Source: an optimization exercise on an open RTL-to-GDS flow (aim: small area and a short achievable clock period). Production flows keep margins and buffers that such runs may drop. Only simulation tests tie the RTL to the original design; equivalence was not proved. Power and IR drop assume default switching activity.

## flow/design.v

```verilog
package osd_pkg;
    localparam logic [7:0] cmd_osd_disable = 8'h40;
    localparam logic [7:0] cmd_osd_enable  = 8'h41;
    localparam logic [7:0] cmd_joystick_0  = 8'h02;
    localparam logic [7:0] cmd_joystick_1  = 8'h03;
    localparam logic [7:0] cmd_status      = 8'h1E;
    localparam logic [3:0] cmd_line_class  = 4'h2;
    localparam int osd_cols   = 32;
    localparam int osd_rows   = 16;
    localparam int glyph_size = 8;
    localparam logic [11:0] osd_width  = 12'(osd_cols * glyph_size);
    localparam logic [11:0] osd_height = 12'(osd_rows * glyph_size);
    localparam logic [11:0] osd_x_offset = 12'd384;
    localparam logic [11:0] osd_y_offset = 12'd320;
    localparam int buf_addr_width = 9;
    localparam int buf_depth      = osd_cols * osd_rows;
    localparam logic [23:0] osd_fg_color = 24'h00FFFF;
    typedef union packed {
        logic [7:0] opcode;
        struct packed {
            logic [3:0] line_class;
            logic [3:0] line_num;
        } line;
    } cmd_word_u;
    typedef struct packed {
        logic [23:0] rgb;
        logic        de;
        logic        hs;
        logic        vs;
    } video_bus_t;
    localparam video_bus_t video_reset = {24'd0, 1'b0, 1'b1, 1'b1};
    typedef struct packed {
        logic                      en;
        logic [buf_addr_width-1:0] addr;
        logic [7:0]                data;
    } buf_wr_t;
    typedef enum logic [3:0] {
        idle,
        line_data,
        joy0_lo,
        joy0_hi,
        joy1_lo,
        joy1_hi,
        status_0,
        status_1,
        status_2,
        status_3
    } decode_state_t;
endpackage
`timescale 1ns/1ps
module osd_cmd_decoder (
    input  logic          clk_video,
    input  logic          rst_n,
    input  logic          cmd_frame,
    input  logic          cmd_valid,
    input  osd_pkg::cmd_word_u     cmd_byte,
    output osd_pkg::buf_wr_t       buf_in,
    output osd_pkg::buf_wr_t       buf_wr,
    output logic          osd_enable,
    output logic [31:0]   status,
    output logic [15:0]   joystick_0,
    output logic [15:0]   joystick_1
);
    logic take;
    osd_pkg::decode_state_t state;
    logic [3:0]    line_num;
    logic [4:0]    char_cnt;
    logic                      wr_en;
    logic [osd_pkg::buf_addr_width-1:0] wr_addr;
    logic [7:0]                wr_data;
    assign take = cmd_valid & cmd_frame;
    always_ff @(posedge clk_video or negedge rst_n) begin
        if (!rst_n) begin
            state      <= osd_pkg::idle;
            line_num   <= 4'd0;
            char_cnt   <= 5'd0;
            wr_en      <= 1'b0;
            osd_enable <= 1'b0;
            status     <= 32'd0;
            joystick_0 <= 16'd0;
            joystick_1 <= 16'd0;
        end else begin
            wr_en <= 1'b0;
            if (take) begin
                case (state)
                    osd_pkg::idle: begin
                        case (cmd_byte.opcode)
                            osd_pkg::cmd_osd_disable: osd_enable <= 1'b0;
                            osd_pkg::cmd_osd_enable:  osd_enable <= 1'b1;
                            osd_pkg::cmd_joystick_0:  state <= osd_pkg::joy0_lo;
                            osd_pkg::cmd_joystick_1:  state <= osd_pkg::joy1_lo;
                            osd_pkg::cmd_status:      state <= osd_pkg::status_0;
                            default: begin
                                if (cmd_byte.line.line_class == osd_pkg::cmd_line_class) begin
                                    line_num <= cmd_byte.line.line_num;
                                    char_cnt <= 5'd0;
                                    state    <= osd_pkg::line_data;
                                end
                            end
                        endcase
                    end
                    osd_pkg::line_data: begin
                        wr_en    <= 1'b1;
                        char_cnt <= char_cnt + 5'd1;
                        if (char_cnt == 5'd31) begin
                            state <= osd_pkg::idle;
                        end
                    end
                    osd_pkg::joy0_lo: begin
                        joystick_0[7:0] <= cmd_byte.opcode;
                        state           <= osd_pkg::joy0_hi;
                    end
                    osd_pkg::joy0_hi: begin
                        joystick_0[15:8] <= cmd_byte.opcode;
                        state            <= osd_pkg::idle;
                    end
                    osd_pkg::joy1_lo: begin
                        joystick_1[7:0] <= cmd_byte.opcode;
                        state           <= osd_pkg::joy1_hi;
                    end
                    osd_pkg::joy1_hi: begin
                        joystick_1[15:8] <= cmd_byte.opcode;
                        state            <= osd_pkg::idle;
                    end
                    osd_pkg::status_0: begin
                        status[7:0] <= cmd_byte.opcode;
                        state       <= osd_pkg::status_1;
                    end
                    osd_pkg::status_1: begin
                        status[15:8] <= cmd_byte.opcode;
                        state        <= osd_pkg::status_2;
                    end
                    osd_pkg::status_2: begin
                        status[23:16] <= cmd_byte.opcode;
                        state         <= osd_pkg::status_3;
                    end
                    osd_pkg::status_3: begin
                        status[31:24] <= cmd_byte.opcode;
                        state         <= osd_pkg::idle;
                    end
                    default: state <= osd_pkg::idle;
                endcase
            end
            if (!cmd_frame) begin
                state <= osd_pkg::idle;
            end
        end
    end
    always_ff @(posedge clk_video) begin
        if (take && state == osd_pkg::line_data) begin
            wr_addr <= {line_num, char_cnt};
            wr_data <= cmd_byte.opcode;
        end
    end
    assign buf_wr = {wr_en, wr_addr, wr_data};
    assign buf_in = {take && (state == osd_pkg::line_data), line_num, char_cnt, cmd_byte.opcode};
endmodule
`timescale 1ns/1ps
module osd_char_buffer (
    input  logic                      clk_video,
    input  logic                      rst_n,
    input  osd_pkg::buf_wr_t          buf_in,
    input  osd_pkg::buf_wr_t          buf_wr,
    output logic [2:0]                count,
    input  logic [7:0]                oh_lp,
    input  logic [7:0]                oh_bit,
    output logic [63:0]               cand
);
    localparam int aw = osd_pkg::buf_addr_width;
    logic [2:0] cnt;
    always_ff @(posedge clk_video) begin
        cnt <= cnt + 3'd1;
    end
    assign count = cnt;
    logic          t1_en;
    logic          t2_en;
    logic [aw-1:0] t1_addr;
    logic [aw-1:0] t2_addr;
    logic [7:0]    t1_data;
    logic [7:0]    t2_data;
    always_ff @(posedge clk_video or negedge rst_n) begin
        if (!rst_n) begin
            t1_en <= 1'b0;
            t2_en <= 1'b0;
        end else begin
            t1_en <= buf_wr.en;
            t2_en <= t1_en;
        end
    end
    always_ff @(posedge clk_video) begin
        t1_addr <= buf_wr.addr;
        t1_data <= buf_wr.data;
        t2_addr <= t1_addr;
        t2_data <= t1_data;
    end
    logic [2:0] cnt_next;
    logic [1:0] s_due;
    logic       inv_due;
    assign cnt_next = cnt + 3'd1;
    assign s_due    = ~cnt_next[1:0];
    assign inv_due  = ~cnt_next[2] ^ (cnt_next[1:0] == 2'b11);
    logic       hit_in;
    logic       hit_0;
    logic       hit_1;
    logic       hit_2;
    logic       to_b;
    assign hit_in = buf_in.en && (buf_in.addr[1:0] == s_due);
    assign hit_0  = buf_wr.en && (buf_wr.addr[1:0] == s_due);
    assign hit_1  = t1_en && (t1_addr[1:0] == s_due);
    assign hit_2  = t2_en && (t2_addr[1:0] == s_due);
    assign to_b   = hit_in && (buf_in.addr[4:2] == 3'd0);
    logic          nx_en;
    logic [aw-1:0] nx_addr;
    logic [7:0]    nx_data;
    always_comb begin
        nx_en   = (hit_in && !to_b) || hit_0 || hit_1 || hit_2;
        nx_addr = ({aw{hit_in && !to_b}} & buf_in.addr)
                | ({aw{hit_0}} & buf_wr.addr)
                | ({aw{hit_1}} & t1_addr)
                | ({aw{hit_2}} & t2_addr);
        nx_data = ({8{hit_in && !to_b}} & buf_in.data)
                | ({8{hit_0}} & buf_wr.data)
                | ({8{hit_1}} & t1_data)
                | ({8{hit_2}} & t2_data);
    end
    logic [15:0] a_row;
    logic [7:0]  a_grp;
    logic [7:0]  a_data;
    logic [15:0] b_row;
    logic [7:0]  b_data;
    always_ff @(posedge clk_video) begin
        a_row  <= nx_en ? (16'd1 << nx_addr[8:5]) : 16'd0;
        b_row  <= to_b ? (16'd1 << buf_in.addr[8:5]) : 16'd0;
        a_grp  <= 8'd1 << nx_addr[4:2];
        a_data <= nx_data ^ {8{inv_due}};
        b_data <= buf_in.data ^ {8{inv_due}};
    end
    logic [4095:0] st;
    genvar r, j;
    generate
        for (r = 0; r < 16; r++) begin : g_row
            for (j = 0; j < 8; j++) begin : g_grp
                logic [31:0] lp;
                logic        ld_a;
                assign ld_a = a_row[r] & a_grp[j];
                if (j == 0) begin : g_b
                    always_ff @(posedge clk_video) begin
                        lp[31:8] <= lp[23:0];
                        if (b_row[r])
                            lp[7:0] <= ~b_data;
                        else if (ld_a)
                            lp[7:0] <= ~a_data;
                        else
                            lp[7:0] <= ~lp[31:24];
                    end
                end else begin : g_a
                    always_ff @(posedge clk_video) begin
                        lp[31:8] <= lp[23:0];
                        if (ld_a)
                            lp[7:0] <= ~a_data;
                        else
                            lp[7:0] <= ~lp[31:24];
                    end
                end
                assign st[(r * 8 + j) * 32 +: 32] = lp;
            end
        end
    endgenerate
    genvar g;
    generate
        for (g = 0; g < 64; g++) begin : g_cand
            logic [7:0] part;
            for (genvar l = 0; l < 8; l++) begin : g_lp
                assign part[l] = oh_lp[l] & |(oh_bit & st[g * 64 + l * 8 +: 8]);
            end
            always_ff @(posedge clk_video) begin
                cand[g] <= |part;
            end
        end
    endgenerate
endmodule
`timescale 1ns/1ps
module osd_glyph_renderer (
    input  logic        clk_video,
    input  logic        rst_n,
    input  logic        osd_enable,
    input  logic [11:0] pixel_x,
    input  logic [11:0] pixel_y,
    input  logic [2:0]  count,
    output logic [7:0]  oh_lp,
    output logic [7:0]  oh_bit,
    input  logic [63:0] cand,
    output logic        osd_visible,
    output logic        osd_pixel
);
    logic       in_window;
    logic [1:0] pos;
    logic [2:0] cnt_next;
    logic [2:0] age;
    assign in_window = osd_enable
                     && (pixel_x[11:10] == 2'b00)
                     && ((pixel_x[9:7] == 3'b011) || (pixel_x[9:7] == 3'b100))
                     && (pixel_y[11:9] == 3'b000)
                     && ((pixel_y[8:6] == 3'b101) || (pixel_y[8:6] == 3'b110));
    assign cnt_next = count + 3'd1;
    assign pos      = pixel_x[4:3] + cnt_next[1:0];
    assign age      = cnt_next - {1'b0, pos};
    logic       s1_visible;
    logic       s1_row7;
    logic       s1_inv;
    logic [5:0] s1_sel_b;
    always_ff @(posedge clk_video) begin
        s1_visible <= in_window;
    end
    always_ff @(posedge clk_video) begin
        s1_row7  <= (pixel_y[2:0] == 3'd7);
        s1_inv   <= age[2];
        s1_sel_b <= {~pixel_y[6], pixel_y[5:3], ~pixel_x[7], pixel_x[6]};
        oh_lp    <= 8'd1 << {pixel_x[5], pos};
        oh_bit   <= 8'd1 << ~pixel_x[2:0];
    end
    logic       s2_visible;
    logic       s2_row7;
    logic       s2_inv;
    logic [5:0] s2_sel_b;
    always_ff @(posedge clk_video) begin
        s2_visible <= s1_visible;
    end
    always_ff @(posedge clk_video) begin
        s2_row7  <= s1_row7;
        s2_inv   <= s1_inv;
        s2_sel_b <= s1_sel_b;
    end
    assign osd_visible = s2_visible;
    assign osd_pixel   = !s2_row7 && (cand[s2_sel_b] ^ s2_inv);
endmodule
`timescale 1ns/1ps
module osd_video_mixer (
    input  logic       clk_video,
    input  logic       rst_n,
    input  osd_pkg::video_bus_t video_in,
    input  logic       osd_visible,
    input  logic       osd_pixel,
    output osd_pkg::video_bus_t video_out
);
    osd_pkg::video_bus_t video_d1;
    osd_pkg::video_bus_t video_d2;
    logic [23:0] dim_rgb;
    logic [1:0] warm;
    always_ff @(posedge clk_video or negedge rst_n) begin
        if (!rst_n) begin
            warm <= 2'b00;
        end else begin
            warm <= {warm[0], 1'b1};
        end
    end
    always_ff @(posedge clk_video) begin
        video_d1 <= video_in;
        video_d2 <= video_d1;
    end
    assign dim_rgb = {1'b0, video_d2.rgb[23:17],
                      1'b0, video_d2.rgb[15:9],
                      1'b0, video_d2.rgb[7:1]};
    always_ff @(posedge clk_video or negedge rst_n) begin
        if (!rst_n) begin
            video_out <= osd_pkg::video_reset;
        end else if (!warm[1]) begin
            video_out <= osd_pkg::video_reset;
        end else begin
            video_out.de <= video_d2.de;
            video_out.hs <= video_d2.hs;
            video_out.vs <= video_d2.vs;
            if (osd_visible && osd_pixel) begin
                video_out.rgb <= osd_pkg::osd_fg_color;
            end else if (osd_visible) begin
                video_out.rgb <= dim_rgb;
            end else begin
                video_out.rgb <= video_d2.rgb;
            end
        end
    end
endmodule
`timescale 1ns/1ps
module osd_overlay_top (
    input  logic        clk_video,
    input  logic        rst_n,
    input  logic        cmd_frame,
    input  logic        cmd_valid,
    input  logic [7:0]  cmd_byte,
    input  logic [23:0] video_in,
    input  logic        de_in,
    input  logic        hs_in,
    input  logic        vs_in,
    input  logic [11:0] pixel_x,
    input  logic [11:0] pixel_y,
    output logic [23:0] video_out,
    output logic        de_out,
    output logic        hs_out,
    output logic        vs_out,
    output logic [31:0] status,
    output logic [15:0] joystick_0,
    output logic [15:0] joystick_1
);
    osd_pkg::cmd_word_u                 cmd_word;
    osd_pkg::buf_wr_t                   buf_wr;
    logic                      osd_enable;
    logic [2:0]                count;
    osd_pkg::buf_wr_t                   buf_in;
    logic [7:0]                oh_lp;
    logic [7:0]                oh_bit;
    logic [63:0]               cand;
    logic                      osd_visible;
    logic                      osd_pixel;
    osd_pkg::video_bus_t                video_bus_in;
    osd_pkg::video_bus_t                video_bus_out;
    assign cmd_word     = cmd_byte;
    assign video_bus_in = {video_in, de_in, hs_in, vs_in};
    assign video_out = video_bus_out.rgb;
    assign de_out    = video_bus_out.de;
    assign hs_out    = video_bus_out.hs;
    assign vs_out    = video_bus_out.vs;
    osd_cmd_decoder osd_cmd_decoder_inst (
        .clk_video  (clk_video),
        .rst_n      (rst_n),
        .cmd_frame  (cmd_frame),
        .cmd_valid  (cmd_valid),
        .cmd_byte   (cmd_word),
        .buf_in     (buf_in),
        .buf_wr     (buf_wr),
        .osd_enable (osd_enable),
        .status     (status),
        .joystick_0 (joystick_0),
        .joystick_1 (joystick_1)
    );
    osd_char_buffer osd_char_buffer_inst (
        .clk_video (clk_video),
        .rst_n     (rst_n),
        .buf_in    (buf_in),
        .buf_wr    (buf_wr),
        .count     (count),
        .oh_lp     (oh_lp),
        .oh_bit    (oh_bit),
        .cand      (cand)
    );
    osd_glyph_renderer osd_glyph_renderer_inst (
        .clk_video   (clk_video),
        .rst_n       (rst_n),
        .osd_enable  (osd_enable),
        .pixel_x     (pixel_x),
        .pixel_y     (pixel_y),
        .count       (count),
        .oh_lp       (oh_lp),
        .oh_bit      (oh_bit),
        .cand        (cand),
        .osd_visible (osd_visible),
        .osd_pixel   (osd_pixel)
    );
    osd_video_mixer osd_video_mixer_inst (
        .clk_video   (clk_video),
        .rst_n       (rst_n),
        .video_in    (video_bus_in),
        .osd_visible (osd_visible),
        .osd_pixel   (osd_pixel),
        .video_out   (video_bus_out)
    );
endmodule
```

## flow/run.sh

```bash
#!/bin/bash
# synth_recipe.tcl (not shown) runs the flow's synth.tcl, then flattens the netlist and writes it again
# the make line also repeats each setting of config.mk as NAME=value (left out here)
make -C /OpenROAD-flow-scripts/flow DESIGN_CONFIG=/design/flow/config.mk WORK_HOME=/design/flow/orfs CLKGATE_MAP_FILE= SYNTH_SCRIPT=/design/flow/synth_recipe.tcl finish
```

## flow/config.mk

```make
export PLATFORM = sky130hd
export DESIGN_NAME = osd_overlay_top
export DESIGN_NICKNAME = osd_overlay_top
export VERILOG_FILES = /design/flow/design.v
export SDC_FILE = /design/flow/constraint.sdc
export NUM_CORES = 4
export LEC_CHECK = 0
export CAP_MARGIN = 20
export CORE_MARGIN = 2
export CORE_UTILIZATION = 55
export CTS_CLUSTER_DIAMETER = 80
export CTS_CLUSTER_SIZE = 28
export SETUP_SLACK_MARGIN = 4.4
export SLEW_MARGIN = 20
```

## flow/constraint.sdc

```tcl
create_clock -name core_clock -period 7.0 [get_ports {clk_video}]
set_input_delay 1.4000 -clock core_clock [delete_from_list [all_inputs] [get_ports {clk_video}]]
set_output_delay 1.4000 -clock core_clock [all_outputs]
set_load 0.01 [all_outputs]
```

==> results of run 1 <==
==> per-layer routing <==
layer  global-route usage (%)  vias up
met5                        0        -
met4                     8.36       18
met3                     4.34      535
met2                     48.5     3206
met1                     42.6    42400
li1                         -    37000
==> cells in the mapped netlist, types with 10 or more instances <==
cell,count
clkbuf_1,722
buf_1,37
mux2_2,69
and2_1,16
nor3_1,17
nand2b_1,14
dfxtp_1,4341
nor2_1,53
buf_2,12
mux2i_1,915
nand2_1,305
o21ai_0,32
xor2_1,21
a21oi_1,279
dfrtp_1,108
inv_1,25
a22oi_1,2311
xnor2_1,14
and3_1,10
nand4_1,582
nand3_1,138
edfxtp_1,17
==> metrics by stage <==
step / utilization, % / instances
floorplan: - / 10100
global placement: 57.1 / 12800
detailed placement: 57.1 / 12800
CTS: 59.6 / 13000
global route: 59.8 / 13100
finish: 59.8 / 13100
==> layout by cell type, fill, tap and decap left out, types with 70 or more instances in the layout <==
cell	count
mux2i_1	914
a21oi_1	265
nand4_1	582
dfrtp_1	108
buf_4	97
buf_2	70
nand3_1	138
nand2_1	305
a22oi_1	2310
clkbuf_16	196
dfxtp_1	4300
==> where the power goes <==
group          internal, mW  switching, mW
sequential             25.5          0.158
clock                  5.21           7.63
combinational         0.342          0.828
total                  31.1           8.61
==> repair_timing <==
item | 4_1_cts | 5_1_grt
setup endpoints to repair | 320 | 163
pin swaps | 13 | 32
gates cloned | 5 | 7
hold buffers | 0 | 0
setup buffers | 37 | 22
gates resized for setup | 461 | 59
==> path summary, 6_finish.rpt <==
| check | end | slack [ns] | cells past startpoint |
|---|---|---|---|
| min in group asynchronous | osd_video_mixer_inst.video_out[11] | 0.50 | 1 |
| hold reg to reg | osd_glyph_renderer_inst.s2_sel_b[4] | 0.33 | 0 |
| max in group asynchronous | osd_cmd_decoder_inst.status[23] | 5.39 | 2 |
| hold / removal | osd_glyph_renderer_inst.s2_sel_b[4] | 0.33 | 0 |
| setup reg to reg | osd_video_mixer_inst.video_out[12] | 4.13 | 8 |
| setup / recovery | vs_out | 4.11 | 1 |
==> registers in the layout, summed over array words and instances (netlist names), 8 cells and up <==
register and count:
osd_video_mixer_inst.video_d1 27, osd_char_buffer_inst.b_data 8, osd_char_buffer_inst.a_data 8, osd_char_buffer_inst.t1_data 8, osd_video_mixer_inst.video_out 27, osd_video_mixer_inst.video_d2 27, osd_char_buffer_inst.t2_addr 9, osd_cmd_decoder_inst.status 32
osd_cmd_decoder_inst.wr_addr 9, osd_cmd_decoder_inst.wr_data 8, osd_char_buffer_inst.t2_data 8, osd_cmd_decoder_inst.joystick_1 16, osd_char_buffer_inst.a_grp 8, osd_char_buffer_inst.b_row 16, osd_char_buffer_inst.t1_addr 9, osd_cmd_decoder_inst.joystick_0 16
osd_glyph_renderer_inst.oh_bit 8, osd_char_buffer_inst.g_row.g_grp.lp 4096, osd_glyph_renderer_inst.oh_lp 8, osd_char_buffer_inst.a_row 16, osd_char_buffer_inst.cand 64
==> area by class of cell <==
type | count | area share, %
flip-flops and latches | 4468 | 64.7
multi-input cells | 4871 | 26.1
clock buffers | 211 | 3.48
well taps | 3132 | 2.81
repair buffers | 332 | 2.55
clock inverters | 27 | 0.253
inverters | 25 | 0.0673
diodes | 9 | 0.0161
==> logic make-up after synthesis <==
kind of cell | after synthesis | share of synthesized area (%)
other | 1 | 0.00290
AND/OR/NAND/NOR | 1172 | 4.88
buffers and inverters | 800 | 2.35
multiplexers | 991 | 7.81
flip-flops | 4468 | 69.7
AO/OA/AOI/OAI | 2664 | 14.9
XOR/XNOR | 35 | 0.237
adder cells (fa/ha/maj) | 7 | 0.0677
==> flow_summary.toml, run 1 <==
[run_status]
outcome = "timing/DRC/antenna clean"

[final_layout]
drive_above_1_share_pct = 6.76
regArea_sq_um = 90300
stdcell_area_sq_um = 140000
syn2layout_area_growth_pct = 7.91
fill_cells = 18500
nets = 9950
multi_input_area_sq_um = 36400

[power]
ir_drop_mv = 0.234
p_leak_nw = 57.3
power_mw = 39.7
power_density_nw_per_um2 = 285

[global_routing]
grt.overflow.total = 0
track_usage_pct = 30.2
grt_max_degree = 156
grt_pass1_vias = 83400
antenna_found_initial = 22
grt_pass1_wl_um = 546000

[synth]
ys_seq_area_share_pct = 69.7
ys_warn_count = 4
synthesis.nets = 10200
synth_seq_cells = 4468
synth-edff-count = 17
synth_top_area_share_pct = 67.2
ys_top_cells_by_area = "dfxtp_1, a22oi_1, mux2i_1"
synth_ff_type = "dfxtp_1"
syn_area_per_cell_sq_um = 12.8
syn_area_sq_um = 129000
synth_top_area_cell = "dfxtp_1"
synth-async-reset-ratio_pct = 2.46
postSynthCellCount = 10100
ys_types = 64

[sta]
max_freq_mhz = 346
report.final.slew_viol_count = 0
worst_hold_slack_ns = 0.331
setup_tns_ns = 0
fin_skew_ns = 0.0327
finalHoldViolations = 0
fin_ws_ns = 4.11
setup_viol = 0
min_period_ns = 2.89
worst_slew_pin_slew_ns = 1.16
rsz0062_at_grt = "yes"
max_slew_margin_pct = 22.4
period_share_pct = 41.3

[setup_path]
worst_setup_path_end_kind = "output pin"
critPathArrivalTime_ns = 1.49
path_buf_inv = 1
crit_chain = "buf_6"
slowest_stage = "dfstp_2"
cp_max_fo = 1
crit_family = "flip-flops"
cp.required_ns = 5.60
crit_type = "flop to output pin"
r2r_start = "osd_glyph_renderer_inst.s2_sel_b[2]"
start_kind = "flop"
cp-startpoint = "osd_video_mixer_inst.video_out[0]"
cpPeakStageDelay_ns = 0.54

[floorplan]
die_w_um = 489
io_pins = 154
rows = 177
die_area_sq_um = 239000
core_sq_um = 233000
start_util_pct = 55.4
die_h_um = 489

[route]
wl_met3_um = 24500
routed.top_layer = "met5"
wl_met1_um = 167000
final_antenna_net_count = 0
dr_total_vias = 83100
viasPerCell = 6.36
routed_wl_um = 374000
wl_per_cell_um = 28.6
drt-pass1-iter-count = 6
drc_errors = 0
drtIter0Drc = 8683
wl_met2_um = 172000

[cts]
cts_tree = "yes"
cts-root-buf = "clkbuf_16"
clk_pin_slew_ns = 0.10
clkLatencyLatePin_ns = 0.86
cts_made_buffers = 182
clock_path_buffers = 3
cts_sinks = 4468
cts_htree_levels = 4

[worst_hold_path]
hold_path.startpoint = "osd_glyph_renderer_inst.s1_sel_b[4]"
hold_class = "flop to flop"

[placed_design]
place_congestion = 0.846
portBuffers = 153
place_area_sq_um = 133000
dp_slack_ns = 2.70
dp_hpwl_um = 208000

[flow_run]
maxCapViolCount = 0
==> run 2, diff against run 1 <==
--- a/flow/config.mk
+++ b/flow/config.mk
@@ -10,5 +10,5 @@
 export CORE_UTILIZATION = 55
 export CTS_CLUSTER_DIAMETER = 80
 export CTS_CLUSTER_SIZE = 28
-export SETUP_SLACK_MARGIN = 4.4
+export SETUP_SLACK_MARGIN = 4.0
 export SLEW_MARGIN = 20
==> run 2 against run 1 <==
Net effect:
- clock power is essentially flat
- cell count shrank 0.44%
- non-clock buffer count shrank 45
- largest cell class unchanged
- highest routed layer unchanged
==> flow_summary.toml, run 2 <==
[global_routing]
use_met1_pct = 42.3
grt_max_degree = 157
grt.overflow.total = 0
grt_pass1_vias = 83000
grt_use_met2_pct = 47.4
antenna_found_initial = 14
grt-busiest-layer = "met2"
grt_pass1_wl_um = 537000
track_usage_pct = 29.6
use_met3_pct = 3.78

[placed_design]
dp_hpwl_um = 209000
place_congestion = 0.846
place_area_sq_um = 133000
portBuffers = 153

[cts]
cts_made_buffers = 182
clk_pin_slew_ns = 0.10
clkLatencyLatePin_ns = 0.89
cts_tree = "yes"
clock_path_buffers = 3
cts_sinks = 4468
cts_htree_levels = 4
cts-root-buf = "clkbuf_16"
postCtsHoldBufs = 0

[synth]
synth_ff_type = "dfxtp_1"
postSynthCellCount = 10100
ys_types = 64
synthesis.nets = 10200
yosysMostFrequentCell = "dfxtp_1"
ys_warn_count = 4
ys_top_cells_by_area = "dfxtp_1, a22oi_1, mux2i_1"
synth_commonest_cells = "dfxtp_1, a22oi_1, mux2i_1, clkbuf_1, nand4_1"
syn_area_per_cell_sq_um = 12.8
synth_seq_cells = 4468
synth_top_area_share_pct = 67.2
syn_area_sq_um = 129000
synth_top_area_cell = "dfxtp_1"
ys_seq_area_share_pct = 69.7
synth-edff-count = 17
synth-async-reset-ratio_pct = 2.46

[setup_path]
crit_path_end = "osd_char_buffer_inst.cand[59]"
r2r_cells = 6
cp-startpoint = "osd_glyph_renderer_inst.oh_bit[7]"
cp_max_fo = 127
worst_setup_path_end_kind = "flop"
rr_endpoint = "osd_char_buffer_inst.cand[59]"
r2r_start = "osd_glyph_renderer_inst.oh_bit[7]"
crit_type = "flop to flop"
cp.required_ns = 7.78
critPathArrivalTime_ns = 3.75
reg2reg_slack_ns = 4.04
start_kind = "flop"

[sta]
report.final.slew_viol_count = 0
max_freq_mhz = 337
worst_slew_pin_slew_ns = 1.14
finalHoldViolations = 0
setup_tns_ns = 0
max_slew_margin_pct = 24.0
setup_viol = 0
min_period_ns = 2.96
period_share_pct = 42.4
fin_skew_ns = 0.0295
rsz0062_at_grt = "yes"

[floorplan]
start_util_pct = 55.4
die_h_um = 489
rows = 177
die_area_sq_um = 239000
core_sq_um = 233000
io_pins = 154
die_w_um = 489

[power]
p_sw_mw = 8.52
sw_frac_of_total_pct = 21.6
pwr-share-clk_pct = 32.2
ir_drop_mv = 0.217
p_int_mw = 31.0
seqPwrFrac_pct = 65.1
p_leak_nw = 56.8
power_density_nw_per_um2 = 285
combPwrFrac_pct = 2.7

[route]
drt-pass1-iter-count = 6
drc_errors = 0
dr_total_vias = 82300
wl_per_cell_um = 28.0
drtIter0Drc = 8387
final_antenna_net_count = 0
routed_wl_um = 365000
viasPerCell = 6.32

[final_layout]
stdcell_area_sq_um = 139000
fill_cells = 18700
drive_above_1_share_pct = 4.99
largest_reg_flops = 4096
final_cell_mix = "dfxtp_1, a22oi_1, mux2i_1"
syn2layout_area_growth_pct = 7.15
nets = 9904
multi_input_area_sq_um = 36100
top_regs = "osd_char_buffer_inst.g_row.g_grp.lp (4096), osd_char_buffer_inst.cand (64), osd_cmd_decoder_inst.status (32)"
regArea_sq_um = 90300
layout_commonest_cell = "dfxtp_1"
top_register = "osd_char_buffer_inst.g_row.g_grp.lp"

[worst_hold_path]
hold_class = "flop to flop"
hold-path-cell-count = 0

[flow_run]
maxCapViolCount = 0

[run_status]
outcome = "timing/DRC/antenna clean"
run 2: cell counts after synthesis:
Identical to the previous run, type by type.
run 2: layer usage:
metal | up-vias | wire length (um)
met5 | - | 41
met4 | 6 | 10000
met3 | 497 | 22700
met2 | 3114 | 167000
met1 | 41700 | 166000
li1 | 36900 | -
run 2: how the worst min path moves through the flow:
stage | start | to | slack (ns)
final | osd_char_buffer_inst.g_row[2].g_grp[5].lp[0] | osd_char_buffer_inst.g_row[2].g_grp[5].lp[8] | 0.33
after global routing | osd_video_mixer_inst.video_d1[5] | osd_video_mixer_inst.video_d2[5] | 0.34
after CTS | osd_video_mixer_inst.video_d1[22] | osd_video_mixer_inst.video_d2[22] | 0.34
after detailed placement | osd_glyph_renderer_inst.s1_row7 | osd_glyph_renderer_inst.s2_row7 | 0.31
after global placement | osd_video_mixer_inst.video_d1[16] | osd_video_mixer_inst.video_d2[16] | 0.31
after floorplan | osd_glyph_renderer_inst.s1_inv | osd_glyph_renderer_inst.s2_inv | 0.31
run 2: repair_timing:
action                                 CTS  global route
cloned                                   0             0
pin swaps                                3             5
endpoints found under the hold margin    0             0
resized for setup                      198            14
setup buffers                            6             7
setup endpoints to repair              140            52
run 2: cells by family after synthesis:
logic type               Yosys count  share of synthesized area (%)
AO/OA/AOI/OAI                   2664                           14.9
XOR/XNOR                          35                          0.237
adder cells (fa/ha/maj)            7                         0.0677
buffers and inverters            800                           2.35
flip-flops                      4468                           69.7
multiplexers                     991                           7.81
other                              1                        0.00290
AND/OR/NAND/NOR                 1172                           4.88
run 2: power groups by stage:
stage               clock network, mW  logic (mW)  registers [mW]
global route                     13.8        1.10            25.7
finish                           12.7        1.05            25.7
floorplan                           0       0.617            26.2
global placement                    0        1.00            26.3
detailed placement                  0        1.01            26.3
CTS                              12.9        1.02            25.7
run 2: final cells by class:
cell class                      instances  area share [%]
Clock buffer                          211            3.56
Tap cell                             3132            2.83
Multi-Input combinational cell       4870            26.1
Antenna cell                            5         0.00903
Timing Repair Buffer                  287            2.11
Inverter                               25          0.0677
Clock inverter                         19           0.164
Sequential cell                      4468            65.2
run 2: metrics by stage:
stage | utilization, % | setup WS (ns) | hold WS (ns) | instances | total power [mW]
detailed placement | 57.1 | 2.69 | 0.312 | 12800 | 27.3
global placement | 57.1 | 2.72 | 0.310 | 12800 | 27.3
finish | 59.4 | 4.04 | 0.334 | 13000 | 39.5
CTS | 59.3 | 3.98 | 0.336 | 13000 | 39.7
global route | 59.4 | 4.00 | 0.340 | 13000 | 40.7
floorplan | - | 4.02 | 0.310 | 10100 | 26.8
run 2: worst max-delay path, cell delays in order (launching register included):
cell	delay, ns
dfxtp_4	0.78
buf_4	0.59
buf_16	0.50
a22oi_1	0.19
nand4_1	0.19
a22oi_1	0.10
nand4_1	0.22
==> run 3, diff against run 2 <==
--- a/flow/design.v
+++ b/flow/design.v
@@ -291,7 +291,9 @@
     output logic [7:0]  oh_bit,
     input  logic [63:0] cand,
     output logic        osd_visible,
-    output logic        osd_pixel
+    output logic        osd_dark,
+    output logic        osd_inv,
+    output logic        osd_bit
 );
     logic       in_window;
     logic [1:0] pos;
@@ -332,7 +334,9 @@
         s2_sel_b <= s1_sel_b;
     end
     assign osd_visible = s2_visible;
-    assign osd_pixel   = !s2_row7 && (cand[s2_sel_b] ^ s2_inv);
+    assign osd_dark    = s2_row7;
+    assign osd_inv     = s2_inv;
+    assign osd_bit     = cand[s2_sel_b];
 endmodule
 `timescale 1ns/1ps
 module osd_video_mixer (
@@ -340,12 +344,16 @@
     input  logic       rst_n,
     input  osd_pkg::video_bus_t video_in,
     input  logic       osd_visible,
-    input  logic       osd_pixel,
+    input  logic       osd_dark,
+    input  logic       osd_inv,
+    input  logic       osd_bit,
     output osd_pkg::video_bus_t video_out
 );
     osd_pkg::video_bus_t video_d1;
     osd_pkg::video_bus_t video_d2;
     logic [23:0] dim_rgb;
+    logic [23:0] rgb_bit1;
+    logic [23:0] rgb_bit0;
     logic [1:0] warm;
     always_ff @(posedge clk_video or negedge rst_n) begin
         if (!rst_n) begin
@@ -361,6 +369,21 @@
     assign dim_rgb = {1'b0, video_d2.rgb[23:17],
                       1'b0, video_d2.rgb[15:9],
                       1'b0, video_d2.rgb[7:1]};
+    always_comb begin
+        if (!osd_visible) begin
+            rgb_bit1 = video_d2.rgb;
+            rgb_bit0 = video_d2.rgb;
+        end else if (osd_dark) begin
+            rgb_bit1 = dim_rgb;
+            rgb_bit0 = dim_rgb;
+        end else if (osd_inv) begin
+            rgb_bit1 = dim_rgb;
+            rgb_bit0 = osd_pkg::osd_fg_color;
+        end else begin
+            rgb_bit1 = osd_pkg::osd_fg_color;
+            rgb_bit0 = dim_rgb;
+        end
+    end
     always_ff @(posedge clk_video or negedge rst_n) begin
         if (!rst_n) begin
             video_out <= osd_pkg::video_reset;
@@ -370,13 +393,7 @@
             video_out.de <= video_d2.de;
             video_out.hs <= video_d2.hs;
             video_out.vs <= video_d2.vs;
-            if (osd_visible && osd_pixel) begin
-                video_out.rgb <= osd_pkg::osd_fg_color;
-            end else if (osd_visible) begin
-                video_out.rgb <= dim_rgb;
-            end else begin
-                video_out.rgb <= video_d2.rgb;
-            end
+            video_out.rgb <= osd_bit ? rgb_bit1 : rgb_bit0;
         end
     end
 endmodule
@@ -410,7 +427,9 @@
     logic [7:0]                oh_bit;
     logic [63:0]               cand;
     logic                      osd_visible;
-    logic                      osd_pixel;
+    logic                      osd_dark;
+    logic                      osd_inv;
+    logic                      osd_bit;
     osd_pkg::video_bus_t                video_bus_in;
     osd_pkg::video_bus_t                video_bus_out;
     assign cmd_word     = cmd_byte;
@@ -453,14 +472,18 @@
         .oh_bit      (oh_bit),
         .cand        (cand),
         .osd_visible (osd_visible),
-        .osd_pixel   (osd_pixel)
+        .osd_dark    (osd_dark),
+        .osd_inv     (osd_inv),
+        .osd_bit     (osd_bit)
     );
     osd_video_mixer osd_video_mixer_inst (
         .clk_video   (clk_video),
         .rst_n       (rst_n),
         .video_in    (video_bus_in),
         .osd_visible (osd_visible),
-        .osd_pixel   (osd_pixel),
+        .osd_dark    (osd_dark),
+        .osd_inv     (osd_inv),
+        .osd_bit     (osd_bit),
         .video_out   (video_bus_out)
     );
 endmodule
--- a/flow/config.mk
+++ b/flow/config.mk
@@ -10,5 +10,5 @@
 export CORE_UTILIZATION = 55
 export CTS_CLUSTER_DIAMETER = 80
 export CTS_CLUSTER_SIZE = 28
-export SETUP_SLACK_MARGIN = 4.0
+export SETUP_SLACK_MARGIN = 4.5
 export SLEW_MARGIN = 20
==> run 3 against run 2 <==
Net effect:
- non-clock buffer count up 38
- clock skew up 0.010 ns
- sequential power about the same
- clock power about the same
- cell count up 0.57%
- routed wire length up 3.4%
- first-iteration DRC count up 4.9%
- synthesized area up 0.16%
- design area up 0.84%
- critical endpoint is now hs_out
- highest routed layer unchanged
==> flow_summary.toml, run 3 <==
[setup_path]
cpPeakStageDelay_ns = 0.55
start_kind = "flop"
crit_chain = "buf_6"
critPathArrivalTime_ns = 1.52
cp.required_ns = 5.60
slowest_stage = "dfstp_2"
crit_type = "flop to output pin"
crit_family = "flip-flops"
worst_setup_path_end_kind = "output pin"
path_buf_inv = 1
cp_max_fo = 1

[final_layout]
syn2layout_area_growth_pct = 7.88
largest_reg_flops = 4096
layout_commonest_cell = "dfxtp_1"
final_cell_mix = "dfxtp_1, a22oi_1, mux2i_1"
final_cells = 13100
nets = 9947
stdcell_area_sq_um = 140000
post-route-util_pct = 59.5
top_regs = "osd_char_buffer_inst.g_row.g_grp.lp (4096), osd_char_buffer_inst.cand (64), osd_cmd_decoder_inst.status (32)"
top_register = "osd_char_buffer_inst.g_row.g_grp.lp"
drive_above_1_share_pct = 6.86

[sta]
min_period_ns = 2.92
setup_viol = 0
max_slew_margin_pct = 24.5
setup_tns_ns = 0
finalHoldViolations = 0
period_share_pct = 41.8
report.final.slew_viol_count = 0
fin_skew_ns = 0.0397
max_freq_mhz = 342
worst_slew_pin_slew_ns = 1.13
rsz0062_at_grt = "yes"
fin_ws_ns = 4.08

[power]
ir_drop_mv = 0.221
p_leak_nw = 57.3
power_density_nw_per_um2 = 284

[global_routing]
track_usage_pct = 30.5
grt_pass1_vias = 84500
grt_max_degree = 161
grt_pass1_wl_um = 552000
antenna_found_initial = 17
grt.overflow.total = 0

[route]
final_antenna_net_count = 0
dr_total_vias = 83300
wl_per_cell_um = 28.8
routed_wl_um = 377000
viasPerCell = 6.37
drc_errors = 0
drt-pass1-iter-count = 6
drtIter0Drc = 8800

[placed_design]
portBuffers = 153
place_congestion = 0.858
place_area_sq_um = 133000
dp_hpwl_um = 207000
placed_cells = 12800
dp_slack_ns = 2.99

[synth]
ys_top_cells_by_area = "dfxtp_1, a22oi_1, mux2i_1"
syn_area_sq_um = 129000
synth_ff_type = "dfxtp_1"
synth_top_area_share_pct = 67.1
synth_commonest_cells = "dfxtp_1, a22oi_1, mux2i_1, clkbuf_1, nand4_1"
ys_seq_area_share_pct = 69.6
postSynthCellCount = 10200
synth_seq_cells = 4468
synth-edff-count = 17
yosysMostFrequentCell = "dfxtp_1"
syn_area_per_cell_sq_um = 12.8
ys_warn_count = 4
ys_types = 68
synth-async-reset-ratio_pct = 2.46
synth_top_area_cell = "dfxtp_1"
synthesis.nets = 10200

[floorplan]
die_area_sq_um = 239000
die_w_um = 489
core_sq_um = 235000
io_pins = 154
start_util_pct = 55.2
rows = 178
die_h_um = 489

[cts]
clk_pin_slew_ns = 0.11
cts_tree = "yes"
cts_sinks = 4468
clkLatencyLatePin_ns = 0.88
cts_made_buffers = 181
clock_path_buffers = 3
cts_htree_levels = 4
cts-root-buf = "clkbuf_16"

[run_status]
outcome = "timing/DRC/antenna clean"

[flow_run]
maxCapViolCount = 0

[worst_hold_path]
hold_class = "flop to flop"
## run 3: changes by cell type after synthesis, moves of 5 or more
cell	before	now
a21oi_1	279	266
a32oi_1	5	0
a41oi_1	0	16
a41o_1	0	7
inv_1	25	11
nor2b_1	8	24
and3_1	10	15
mux2i_1	915	921
clkbuf_1	722	741
nor2_1	53	47
buf_1	37	26
## run 3: metrics by stage
step	hold slack [ns]	power [mW]
after floorplan	0.310	26.8
after global placement	0.312	27.3
after detailed placement	0.312	27.3
after CTS	0.336	39.8
after global routing	0.339	40.8
final	0.326	39.6
## run 3: layer usage
layer	share of wire [%]	up-vias	global-route usage (%)
li1	-	37100	-
met1	45	42300	43.0
met2	46	3426	48.7
met3	6.6	555	4.10
met4	3.1	6	9.66
met5	0.0090	-	0
## run 3: worst paths after layout
path / slack (ns) / cells past startpoint / endpoint / from
min in group asynchronous: 0.50 / 1 / osd_video_mixer_inst.video_out[5] / rst_n
max in group asynchronous: 5.04 / 2 / osd_cmd_decoder_inst.joystick_0[13] / rst_n
worst min register to register: 0.33 / 0 / osd_video_mixer_inst.video_d2[21] / osd_video_mixer_inst.video_d1[21]
worst max register to register: 4.41 / 10 / osd_video_mixer_inst.video_out[4] / osd_glyph_renderer_inst.s2_sel_b[1]
worst min-delay path: 0.33 / 0 / osd_video_mixer_inst.video_d2[21] / osd_video_mixer_inst.video_d1[21]
worst max-delay path: 4.08 / 1 / hs_out / osd_video_mixer_inst.video_out[1]
## run 3: where the power goes
part	internal (mW)	switching (mW)	total (mW)
registers	25.5	0.163	25.7
logic	0.348	0.813	1.16
clock network	5.14	7.61	12.7
total	31.0	8.58	39.6
## run 3: cell families after synthesis
| family | after synthesis | synth area share, % |
|---|---|---|
| other | 1 | 0.00290 |
| and+or+nand+nor | 1182 | 4.95 |
| xor gates and xnor gates | 32 | 0.216 |
| muxes | 994 | 7.79 |
| DFF | 4468 | 69.6 |
| adders and majority gates | 7 | 0.0676 |
| AOI/OAI and AO/OA | 2672 | 15.0 |
| buffers and inverters | 794 | 2.35 |
## run 3: area by class of cell
type | count | area, sq um
Fill cell | 18900 | 95000
Sequential cell | 4468 | 90300
Multi-Input combinational cell | 4890 | 36700
Clock buffer | 213 | 4870
Tap cell | 3150 | 3940
Timing Repair Buffer | 325 | 3550
Clock inverter | 21 | 264
Inverter | 11 | 45.0
Antenna cell | 13 | 32.5
## run 3: what timing repair did
item	4_1_cts	5_1_grt
hold buffers	0	0
endpoints found under the setup margin	308	196
buffers inserted	35	16
endpoints found under the hold margin	0	0
resized for setup	498	58
cloned	11	4
pin swaps	17	9
==> run 4, diff against run 3 <==
--- a/flow/config.mk
+++ b/flow/config.mk
@@ -7,8 +7,8 @@
 export LEC_CHECK = 0
 export CAP_MARGIN = 20
 export CORE_MARGIN = 2
-export CORE_UTILIZATION = 55
-export CTS_CLUSTER_DIAMETER = 80
-export CTS_CLUSTER_SIZE = 28
+export CORE_UTILIZATION = 70
+export CTS_CLUSTER_DIAMETER = 70
+export CTS_CLUSTER_SIZE = 30
 export SETUP_SLACK_MARGIN = 4.5
 export SLEW_MARGIN = 20
==> run 4 against run 3 <==
Net effect:
- count of clock-buffer cells in the layout down 9
- critical path depth is the same
- highest routed layer unchanged
- still clean
- critical endpoint unchanged
- synthesized cell count is the same
- clock power is essentially flat
- largest power group unchanged
==> flow_summary.toml, run 4 <==
[cts]
cts_made_buffers = 173
clock_path_buffers = 3
cts_htree_levels = 4
cts-root-buf = "clkbuf_16"
cts_sinks = 4468
clk_pin_slew_ns = 0.11
clkLatencyLatePin_ns = 0.89
postCtsHoldBufs = 0
cts_tree = "yes"

[setup_path]
r2r_start = "osd_glyph_renderer_inst.oh_lp[3]"
crit_chain = "buf_6"
critPathArrivalTime_ns = 1.50
start_kind = "flop"
crit_family = "flip-flops"
slowest_stage = "dfstp_2"
crit_type = "flop to output pin"
cp.required_ns = 5.60
worst_setup_path_end_kind = "output pin"
r2r_cells = 3
rr_endpoint = "osd_char_buffer_inst.cand[32]"
reg2reg_slack_ns = 4.34
path_buf_inv = 1
cp_max_fo = 1
cpPeakStageDelay_ns = 0.55

[final_layout]
layout_commonest_cell = "dfxtp_1"
largest_reg_flops = 4096
fill_cells = 12000
post-route-util_pct = 75.5
top_regs = "osd_char_buffer_inst.g_row.g_grp.lp (4096), osd_char_buffer_inst.cand (64), osd_cmd_decoder_inst.status (32)"
top_register = "osd_char_buffer_inst.g_row.g_grp.lp"
drive_above_1_share_pct = 6.66
nets = 9919
syn2layout_area_growth_pct = 6.96
final_cells = 12400
final_cell_mix = "dfxtp_1, a22oi_1, mux2i_1"

[global_routing]
grt_pass1_wl_um = 526000
grt.overflow.total = 0
grt-busiest-layer = "met2"
use_met3_pct = 6.57
track_usage_pct = 36.8
grt_max_degree = 188
use_met1_pct = 50.9
grt_use_met2_pct = 57.4
grt_pass1_vias = 84400
antenna_found_initial = 15

[floorplan]
core_sq_um = 183000
die_area_sq_um = 188000
rows = 157
start_util_pct = 70.6
io_pins = 154
die_h_um = 434
die_w_um = 434

[route]
drt-pass1-iter-count = 9
drtIter0Drc = 10800
viasPerCell = 6.88
routed_wl_um = 358000
final_antenna_net_count = 0
drc_errors = 0
dr_total_vias = 85200
wl_per_cell_um = 28.9

[placed_design]
portBuffers = 153
dp_hpwl_um = 198000
placed_cells = 12100
place_congestion = 0.893
dp_slack_ns = 3.08

[synth]
ys_types = 68
ys_warn_count = 4
synth_commonest_cells = "dfxtp_1, a22oi_1, mux2i_1, clkbuf_1, nand4_1"
synth_top_area_share_pct = 67.1
postSynthCellCount = 10200
synth_top_family_by_area = "compound AO/OA/AOI/OAI gates"
synth-compound-area-share_pct = 15.0
ys_seq_area_share_pct = 69.6
synth_simple_gate_area_share_pct = 4.95
synthesis.nets = 10200
synth_ff_type = "dfxtp_1"
synth-async-reset-ratio_pct = 2.46
synthMuxAreaShare_pct = 7.79
syn_area_sq_um = 129000
synth_top_area_cell = "dfxtp_1"
synth-edff-count = 17
synth_seq_cells = 4468
synth_xor_area_share_pct = 0.216
synth_fa_ha_area_share_pct = 0.0676
ys_top_cells_by_area = "dfxtp_1, a22oi_1, mux2i_1"
yosysMostFrequentCell = "dfxtp_1"
syn_area_per_cell_sq_um = 12.8

[sta]
setup_tns_ns = 0
max_slew_margin_pct = 22.3
rsz0062_at_grt = "yes"
setup_viol = 0
finalHoldViolations = 0
max_freq_mhz = 345
report.final.slew_viol_count = 0
worst_slew_pin_slew_ns = 1.17
fin_ws_ns = 4.10
fin_skew_ns = 0.0327
period_share_pct = 41.5
min_period_ns = 2.90

[power]
ir_drop_mv = 0.263
p_leak_nw = 57.1
power_density_nw_per_um2 = 284

[flow_run]
maxCapViolCount = 0

[run_status]
outcome = "timing/DRC/antenna clean"

[worst_hold_path]
hold-path-cell-count = 0
min_to = "osd_video_mixer_inst.video_d2[2]"
hold_path.startpoint = "osd_video_mixer_inst.video_d1[2]"
hold_class = "flop to flop"
==> run 4: changes by cell type in the layout (fill, tap and decap cells not counted), sizes merged, moves of 2 or more <==
cell / change
buf: -15
bufbuf: -2
clkbuf: -13
clkinv: +7
clkinvlp: +5
diode: -2
inv: +5
==> run 4: cell type report <==
type                    instances  area [sq um]  share of cell area, %
repair buffers                305          3260                   2.35
repair inverters                1          5.00                0.00361
clock buffers                 204          4730                   3.41
inverters                      11          45.0                 0.0325
diodes                         11          27.5                 0.0199
multi-input cells            4889         36700                   26.5
clock inverters                36           382                  0.276
well taps                    2464          3080                   2.23
flip-flops and latches       4468         90300                   65.2
==> run 4: power by group <==
part,switching [mW],internal (mW)
combinational,0.772,0.333
clock,7.52,5.01
sequential,0.174,25.5
total,8.46,30.9
==> run 4: cells by family after synthesis <==
kind of cell               after synthesis
buffers and inverters                  794
adders and majority gates                7
muxes                                  994
AOI/OAI and AO/OA                     2672
DFF                                   4468
xor gates and xnor gates                32
and+or+nand+nor                       1182
other                                    1
==> run 4: worst max-delay path by stage <==
stage | depth (start not counted) | endpoint | start
global placement | 7 | osd_char_buffer_inst.a_row[2] | cmd_frame
detailed placement | 7 | osd_char_buffer_inst.a_row[11] | cmd_frame
floorplan | 6 | osd_char_buffer_inst.a_row[0] | cmd_frame
finish | 1 | hs_out | osd_video_mixer_inst.video_out[1]
CTS | 1 | hs_out | osd_video_mixer_inst.video_out[1]
global route | 1 | hs_out | osd_video_mixer_inst.video_out[1]
==> run 4: metal layers <==
metal	vias up	wire length [um]
met2	4606	161000
met4	2	15800
met1	42700	148000
li1	37000	-
met3	850	33100
met5	-	13
==> run 4: repair_timing <==
action / in CTS / in global routing
buffers inserted: 30 / 14
endpoints found under the setup margin: 346 / 200
pin swaps: 8 / 9
resized for setup: 481 / 63
cloned: 7 / 3
==> run 4: stage by stage <==
stage | instance area (sq um) | power, mW | hold WS [ns]
after CTS | 138000 | 39.3 | 0.329
after detailed placement | 132000 | 27.3 | 0.313
after global placement | 132000 | 27.3 | 0.311
final | 139000 | 39.4 | 0.336
after global routing | 138000 | 40.4 | 0.343
after floorplan | 130000 | 26.8 | 0.310
==> run 5, diff against run 4 <==
--- a/flow/design.v
+++ b/flow/design.v
@@ -226,15 +226,19 @@
     logic [15:0] a_row;
     logic [7:0]  a_grp;
     logic [7:0]  a_data;
+    logic        b_en;
+    logic        b_inv;
     logic [15:0] b_row;
     logic [7:0]  b_data;
     always_ff @(posedge clk_video) begin
         a_row  <= nx_en ? (16'd1 << nx_addr[8:5]) : 16'd0;
-        b_row  <= to_b ? (16'd1 << buf_in.addr[8:5]) : 16'd0;
+        b_en   <= to_b;
+        b_inv  <= inv_due;
         a_grp  <= 8'd1 << nx_addr[4:2];
         a_data <= nx_data ^ {8{inv_due}};
-        b_data <= buf_in.data ^ {8{inv_due}};
     end
+    assign b_row  = b_en ? (16'd1 << buf_wr.addr[8:5]) : 16'd0;
+    assign b_data = buf_wr.data ^ {8{b_inv}};
     logic [4095:0] st;
     genvar r, j;
     generate
@@ -384,18 +388,29 @@
             rgb_bit0 = dim_rgb;
         end
     end
+    logic [23:0] rgb_q;
+    logic        de_q;
+    logic        hs_n_q;
+    logic        vs_n_q;
     always_ff @(posedge clk_video or negedge rst_n) begin
         if (!rst_n) begin
-            video_out <= osd_pkg::video_reset;
+            rgb_q  <= 24'd0;
+            de_q   <= 1'b0;
+            hs_n_q <= 1'b0;
+            vs_n_q <= 1'b0;
         end else if (!warm[1]) begin
-            video_out <= osd_pkg::video_reset;
+            rgb_q  <= 24'd0;
+            de_q   <= 1'b0;
+            hs_n_q <= 1'b0;
+            vs_n_q <= 1'b0;
         end else begin
-            video_out.de <= video_d2.de;
-            video_out.hs <= video_d2.hs;
-            video_out.vs <= video_d2.vs;
-            video_out.rgb <= osd_bit ? rgb_bit1 : rgb_bit0;
+            de_q   <= video_d2.de;
+            hs_n_q <= ~video_d2.hs;
+            vs_n_q <= ~video_d2.vs;
+            rgb_q  <= osd_bit ? rgb_bit1 : rgb_bit0;
         end
     end
+    assign video_out = {rgb_q, de_q, ~hs_n_q, ~vs_n_q};
 endmodule
 `timescale 1ns/1ps
 module osd_overlay_top (
==> run 5 against run 4 <==
Net effect:
- global-route usage down 0.63 points
- via count down 1.1%
- synthesized cell count down 0.94%
==> flow_summary.toml, run 5 <==
[sta]
worst_slew_pin_slew_ns = 1.19
report.final.slew_viol_count = 0
max_freq_mhz = 353
setup_viol = 0
finalHoldViolations = 0
min_period_ns = 2.83
period_share_pct = 40.5
worst_hold_slack_ns = 0.316
fin_ws_ns = 4.17
fin_skew_ns = 0.0320
setup_tns_ns = 0
max_slew_margin_pct = 20.9
rsz0062_at_grt = "yes"

[floorplan]
rows = 157
core_sq_um = 183000
die_area_sq_um = 187000
io_pins = 154
die_w_um = 433
start_util_pct = 70.4
die_h_um = 433

[global_routing]
track_usage_pct = 36.1
grt.overflow.total = 0
grt_pass1_wl_um = 517000
grt_max_degree = 179
grt_pass1_vias = 84700
antenna_found_initial = 15

[cts]
clock_path_buffers = 3
postCtsHoldBufs = 0
cts-root-buf = "clkbuf_16"
cts_made_buffers = 174
clk_pin_slew_ns = 0.11
cts_tree = "yes"
clkLatencyLatePin_ns = 0.88
cts_htree_levels = 4
cts_sinks = 4446

[placed_design]
dp_hpwl_um = 194000
place_area_sq_um = 132000
dp_slack_ns = 2.86
portBuffers = 153
place_congestion = 0.882

[synth]
ys_top_cells_by_area = "dfxtp_1, a22oi_1, mux2i_1"
synth-async-reset-ratio_pct = 2.47
syn_area_per_cell_sq_um = 12.8
synth_top_area_cell = "dfxtp_1"
synth_seq_cells = 4446
syn_area_sq_um = 129000
yosysMostFrequentCell = "dfxtp_1"
synth_top_area_share_pct = 67.2
postSynthCellCount = 10100
ys_seq_area_share_pct = 69.7
ys_types = 65
synth_commonest_cells = "dfxtp_1, a22oi_1, mux2i_1, clkbuf_1, nand4_1"
synthesis.nets = 10100
synth_ff_type = "dfxtp_1"
ys_warn_count = 4
synth-edff-count = 17

[final_layout]
final_cell_mix = "dfxtp_1, a22oi_1, mux2i_1"
fill_cells = 11900
nets = 9860
stdcell_area_sq_um = 138000
layout_commonest_cell = "dfxtp_1"
drive_above_1_share_pct = 6.94
syn2layout_area_growth_pct = 7.28
top_register = "osd_char_buffer_inst.g_row.g_grp.lp"
top_regs = "osd_char_buffer_inst.g_row.g_grp.lp (4096), osd_char_buffer_inst.cand (64), osd_cmd_decoder_inst.status (32)"
largest_reg_flops = 4096

[setup_path]
path_buf_inv = 1
worst_setup_path_end_kind = "output pin"
critPathArrivalTime_ns = 1.43
slowest_stage = "dfrtp_1"
crit_type = "flop to output pin"
cpPeakStageDelay_ns = 0.42
start_kind = "flop"
cp.required_ns = 5.60
crit_family = "flip-flops"
cp_max_fo = 2
crit_chain = "buf_2"
reg2reg_slack_ns = 4.24

[run_status]
outcome = "timing/DRC/antenna clean"

[worst_hold_path]
hold_class = "flop to flop"

[route]
wl_per_cell_um = 28.4
final_antenna_net_count = 0
drtIter0Drc = 9890
drc_errors = 0
routed_wl_um = 350000
viasPerCell = 6.83
dr_total_vias = 84300
drt-pass1-iter-count = 6

[power]
p_leak_nw = 57.1
p_sw_mw = 8.38
seqPwrFrac_pct = 65.1
power_density_nw_per_um2 = 284
ir_drop_mv = 0.305
sw_frac_of_total_pct = 21.3
combPwrFrac_pct = 2.6
pwr-share-clk_pct = 32.3
p_int_mw = 30.9

[flow_run]
maxCapViolCount = 0
==> run 5: cell count changes in the layout (fill, tap and decap cells not counted), moves of 15 or more <==
cell	previous run	this run
dfxtp_1	4305	4276
mux2i_1	913	897
buf_4	75	92
o21ai_0	27	66
buf_6	65	46
nand3_1	139	184
a21oi_1	263	168
a41oi_2	15	0
==> run 5: final cells by class <==
cell class	count	area (sq um)	share of cell area (%)
sequential	4446	89900	65.1
timing repair buffer	309	3170	2.30
tap	2464	3080	2.23
clock inverter	43	546	0.395
antenna	12	30.0	0.0218
clock buffer	203	4690	3.40
multi-input combinational	4835	36600	26.5
inverter	24	93.8	0.0680
==> run 5: logic make-up (layout without fill, tap and decap cells) <==
family,Yosys count,in the layout,synth area share [%]
XOR/XNOR,33,33,0.225
multiplexers,987,987,7.87
other,1,13,0.00291
flip-flops,4446,4446,69.7
AND/OR/NAND/NOR,1201,1201,5.05
AO/OA/AOI/OAI,2606,2606,14.8
buffers and inverters,774,579,2.29
adder cells (fa/ha/maj),7,7,0.0681
==> run 5: repair_timing <==
item	in CTS	in global routing
setup buffers	39	12
gates resized for setup	500	59
endpoints found under the setup margin	219	181
cloned	5	2
hold endpoints to repair	0	0
pin swaps	20	22
==> run 5: metal layers <==
layer	GRT usage [%]	part of all wire [%]
met4	13.9	4.0
met5	0	0.021
met2	56.7	45
met1	49.5	42
met3	7.49	9.4
==> run 5: stage by stage <==
step | power, mW | utilization, % | std cells
after global placement | 27.0 | 72.0 | 12000
after CTS | 39.2 | 75.2 | 12300
after floorplan | 26.6 | - | 10100
final | 39.2 | 75.5 | 12300
after global routing | 40.2 | 75.5 | 12300
after detailed placement | 27.0 | 72.0 | 12000
==> run 5: final timing paths <==
| check | from | endpoint | cells past startpoint |
|---|---|---|---|
| max | osd_cmd_decoder_inst.status[20] | status[20] | 1 |
| min | osd_glyph_renderer_inst.s1_sel_b[0] | osd_glyph_renderer_inst.s2_sel_b[0] | 0 |
| max reg2reg | osd_glyph_renderer_inst.s2_sel_b[1] | osd_video_mixer_inst.rgb_q[0] | 9 |
| min reg2reg | osd_glyph_renderer_inst.s1_sel_b[0] | osd_glyph_renderer_inst.s2_sel_b[0] | 0 |
| max in group asynchronous | rst_n | osd_cmd_decoder_inst.status[17] | 2 |
| min in group asynchronous | rst_n | osd_video_mixer_inst.rgb_q[9] | 1 |
==> run 5: power groups by stage <==
stage / Combinational (mW) / Clock (mW) / Sequential [mW]
after floorplan: 0.583 / 0 / 26.0
after global routing: 1.07 / 13.6 / 25.6
after detailed placement: 0.901 / 0 / 26.1
after CTS: 0.965 / 12.7 / 25.5
final: 1.02 / 12.7 / 25.5
after global placement: 0.890 / 0 / 26.1
==> run 6, diff against run 5 <==
--- a/flow/config.mk
+++ b/flow/config.mk
@@ -10,5 +10,5 @@
 export CORE_UTILIZATION = 70
 export CTS_CLUSTER_DIAMETER = 70
 export CTS_CLUSTER_SIZE = 30
-export SETUP_SLACK_MARGIN = 4.5
+export SETUP_SLACK_MARGIN = 4.8
 export SLEW_MARGIN = 20
==> run 6 against run 5 <==
Net effect:
- largest power group unchanged
- highest routed layer unchanged
- design area grew 0.83%
- synthesized area is the same
- die area is the same
- hold slack gained 0.010 ns
- still clean on timing, DRC and antenna
- critical path type unchanged
- clock skew grew 0.0012 ns
- critical endpoint is now status[0]
- sequential power is essentially flat
- clock power is essentially flat
==> flow_summary.toml, run 6 <==
[setup_path]
cp.required_ns = 5.60
path_buf_inv = 1
cp_max_fo = 2
crit_type = "flop to output pin"
critPathArrivalTime_ns = 1.44
reg2reg_slack_ns = 4.30
slowest_stage = "dfrtp_1"
crit_chain = "buf_2"
crit_family = "flip-flops"
start_kind = "flop"
worst_setup_path_end_kind = "output pin"
cpPeakStageDelay_ns = 0.42

[cts]
cts_tree = "yes"
cts-root-buf = "clkbuf_16"
cts_sinks = 4446
clk_pin_slew_ns = 0.11
clkLatencyLatePin_ns = 0.89
cts_made_buffers = 173
clock_path_buffers = 3
cts_htree_levels = 4
postCtsHoldBufs = 0

[synth]
ys_types = 65
ys_seq_area_share_pct = 69.7
synthesis.nets = 10100
syn_area_sq_um = 129000
syn_area_per_cell_sq_um = 12.8
ys_top_cells_by_area = "dfxtp_1, a22oi_1, mux2i_1"
synth_seq_cells = 4446
synth_ff_type = "dfxtp_1"
synth_top_area_share_pct = 67.2
yosysMostFrequentCell = "dfxtp_1"
synth_commonest_cells = "dfxtp_1, a22oi_1, mux2i_1, clkbuf_1, nand4_1"
ys_warn_count = 4
postSynthCellCount = 10100
synth-edff-count = 17
synth-async-reset-ratio_pct = 2.47
synth_top_area_cell = "dfxtp_1"

[sta]
fin_ws_ns = 4.16
max_slew_margin_pct = 26.7
worst_slew_pin_slew_ns = 1.10
fin_skew_ns = 0.0331
period_share_pct = 40.6
report.final.slew_viol_count = 0
setup_tns_ns = 0
min_period_ns = 2.84
rsz0062_at_grt = "yes"
max_freq_mhz = 352
finalHoldViolations = 0
setup_viol = 0

[worst_hold_path]
hold_class = "flop to flop"

[run_status]
outcome = "timing/DRC/antenna clean"

[route]
final_antenna_net_count = 0
dr_total_vias = 86200
wl_per_cell_um = 30.0
viasPerCell = 6.96
drc_errors = 0
routed_wl_um = 371000
drt-pass1-iter-count = 6
drtIter0Drc = 11500

[global_routing]
grt_max_degree = 180
antenna_found_initial = 17
grt_pass1_vias = 84400
grt_pass1_wl_um = 536000
track_usage_pct = 38.0
grt.overflow.total = 0

[final_layout]
top_regs = "osd_char_buffer_inst.g_row.g_grp.lp (4096), osd_char_buffer_inst.cand (64), osd_cmd_decoder_inst.status (32)"
multi_input_area_sq_um = 36800
top_register = "osd_char_buffer_inst.g_row.g_grp.lp"
regArea_sq_um = 89800
final_cell_mix = "dfxtp_1, a22oi_1, mux2i_1"
drive_above_1_share_pct = 7.73
nets = 9925
post-route-util_pct = 76.1
layout_commonest_cell = "dfxtp_1"
fill_cells = 11800
syn2layout_area_growth_pct = 8.17
largest_reg_flops = 4096
stdcell_area_sq_um = 139000

[flow_run]
maxCapViolCount = 0

[floorplan]
io_pins = 154
die_area_sq_um = 187000
core_sq_um = 183000
die_w_um = 433
die_h_um = 433
start_util_pct = 70.4
rows = 157

[placed_design]
dp_hpwl_um = 194000
portBuffers = 153
place_congestion = 0.866
place_area_sq_um = 132000
dp_slack_ns = 2.72

[power]
power_density_nw_per_um2 = 281
ir_drop_mv = 0.270
p_leak_nw = 57.7
-- run 6: stage by stage --
step / power, mW / std cells / hold WS, ns
floorplan: 26.6 / 10100 / 0.310
global placement: 27.0 / 12000 / 0.309
detailed placement: 27.0 / 12000 / 0.312
CTS: 39.1 / 12300 / 0.327
global route: 40.1 / 12400 / 0.340
finish: 39.2 / 12400 / 0.327
-- run 6: metal layers --
layer / wire length (um) / share of wire (%) / vias to the layer above / global-route usage (%)
li1: - / - / 36900 / -
met1: 152000 / 41 / 43200 / 52.7
met2: 164000 / 44 / 5074 / 58.2
met3: 37700 / 10 / 953 / 7.79
met4: 17100 / 4.6 / 18 / 15.6
met5: 132 / 0.036 / - / 0
-- run 6: repair_timing --
action,in CTS,in global routing
gates cloned,12,4
buffers inserted,66,40
hold endpoints to repair,0,0
resized for setup,550,96
setup endpoints to repair,554,240
pin swaps,9,43
-- run 6: power by group --
part	leakage, nW	internal, mW	switching [mW]
Clock	2.46	4.98	7.53
Sequential	37.7	25.4	0.125
Combinational	17.5	0.350	0.787
Total	57.7	30.7	8.44
-- run 6: final timing paths --
kind,startpoint,endpoint,cells past startpoint
hold reg to reg,osd_video_mixer_inst.video_d1[13],osd_video_mixer_inst.video_d2[13],0
min in group asynchronous,rst_n,osd_video_mixer_inst.rgb_q[8],1
hold / removal,osd_video_mixer_inst.video_d1[13],osd_video_mixer_inst.video_d2[13],0
max in group asynchronous,rst_n,osd_cmd_decoder_inst.state[0],2
setup / recovery,osd_cmd_decoder_inst.status[0],status[0],1
setup reg to reg,osd_glyph_renderer_inst.s2_sel_b[0],osd_video_mixer_inst.rgb_q[9],9
-- run 6: kinds of logic after synthesis --
kind of cell	after synthesis	share of synthesized area, %
flops	4446	69.7
compound gates	2606	14.8
simple gates	1201	5.05
mux	987	7.87
buf+inv	774	2.29
xor+xnor	33	0.225
fa+ha+maj	7	0.0681
other cells	1	0.00291
-- run 6: area by class of cell --
cell class | instances | area share, %
flip-flops and latches | 4446 | 64.6
multi-input cells | 4835 | 26.4
clock buffers | 207 | 3.33
repair buffers | 374 | 3.10
well taps | 2464 | 2.21
clock inverters | 30 | 0.289
inverters | 24 | 0.0692
diodes | 5 | 0.00899
repair inverters | 1 | 0.00360

==> port drivers added, routing unchanged <==
In the flow no input, the clock included, has a driving cell. The finished layouts below were timed again as built, in two steps.
Step 1 sets driving cells, clkbuf_16 on the clock port and buf_2 on the other inputs (assumed; they add their load-dependent delay and slew).
Step 2, shift: input delay + t, output delay - t, t = (earliest + latest rising clock arrival at the registers) / 2. This alone moves slack from input paths to output paths.
Slacks: no drivers / after step 1 / after step 2; pairs: no drivers / after step 1.
run | t, ns | setup WS [ns] | slew at the worst register clock pin (ns)
run 1 | 0.940 | 4.110 / 4.018 / 3.621 | 0.11 / 0.11
run 2 | 0.958 | 4.035 / 3.981 / 3.261 | 0.11 / 0.11
run 3 | 0.950 | 4.076 / 3.984 / 3.691 | 0.11 / 0.11
run 4 | 0.957 | 4.098 / 4.004 / 3.729 | 0.11 / 0.11
run 5 | 0.964 | 4.166 / 4.068 / 3.665 | 0.11 / 0.11
run 6 | 0.974 | 4.160 / 4.057 / 3.815 | 0.11 / 0.11
After both steps every run listed still meets setup and hold. The setup slack of run 2, which loses most, moves by -0.054 ns with the drivers and by -0.774 ns with both steps.
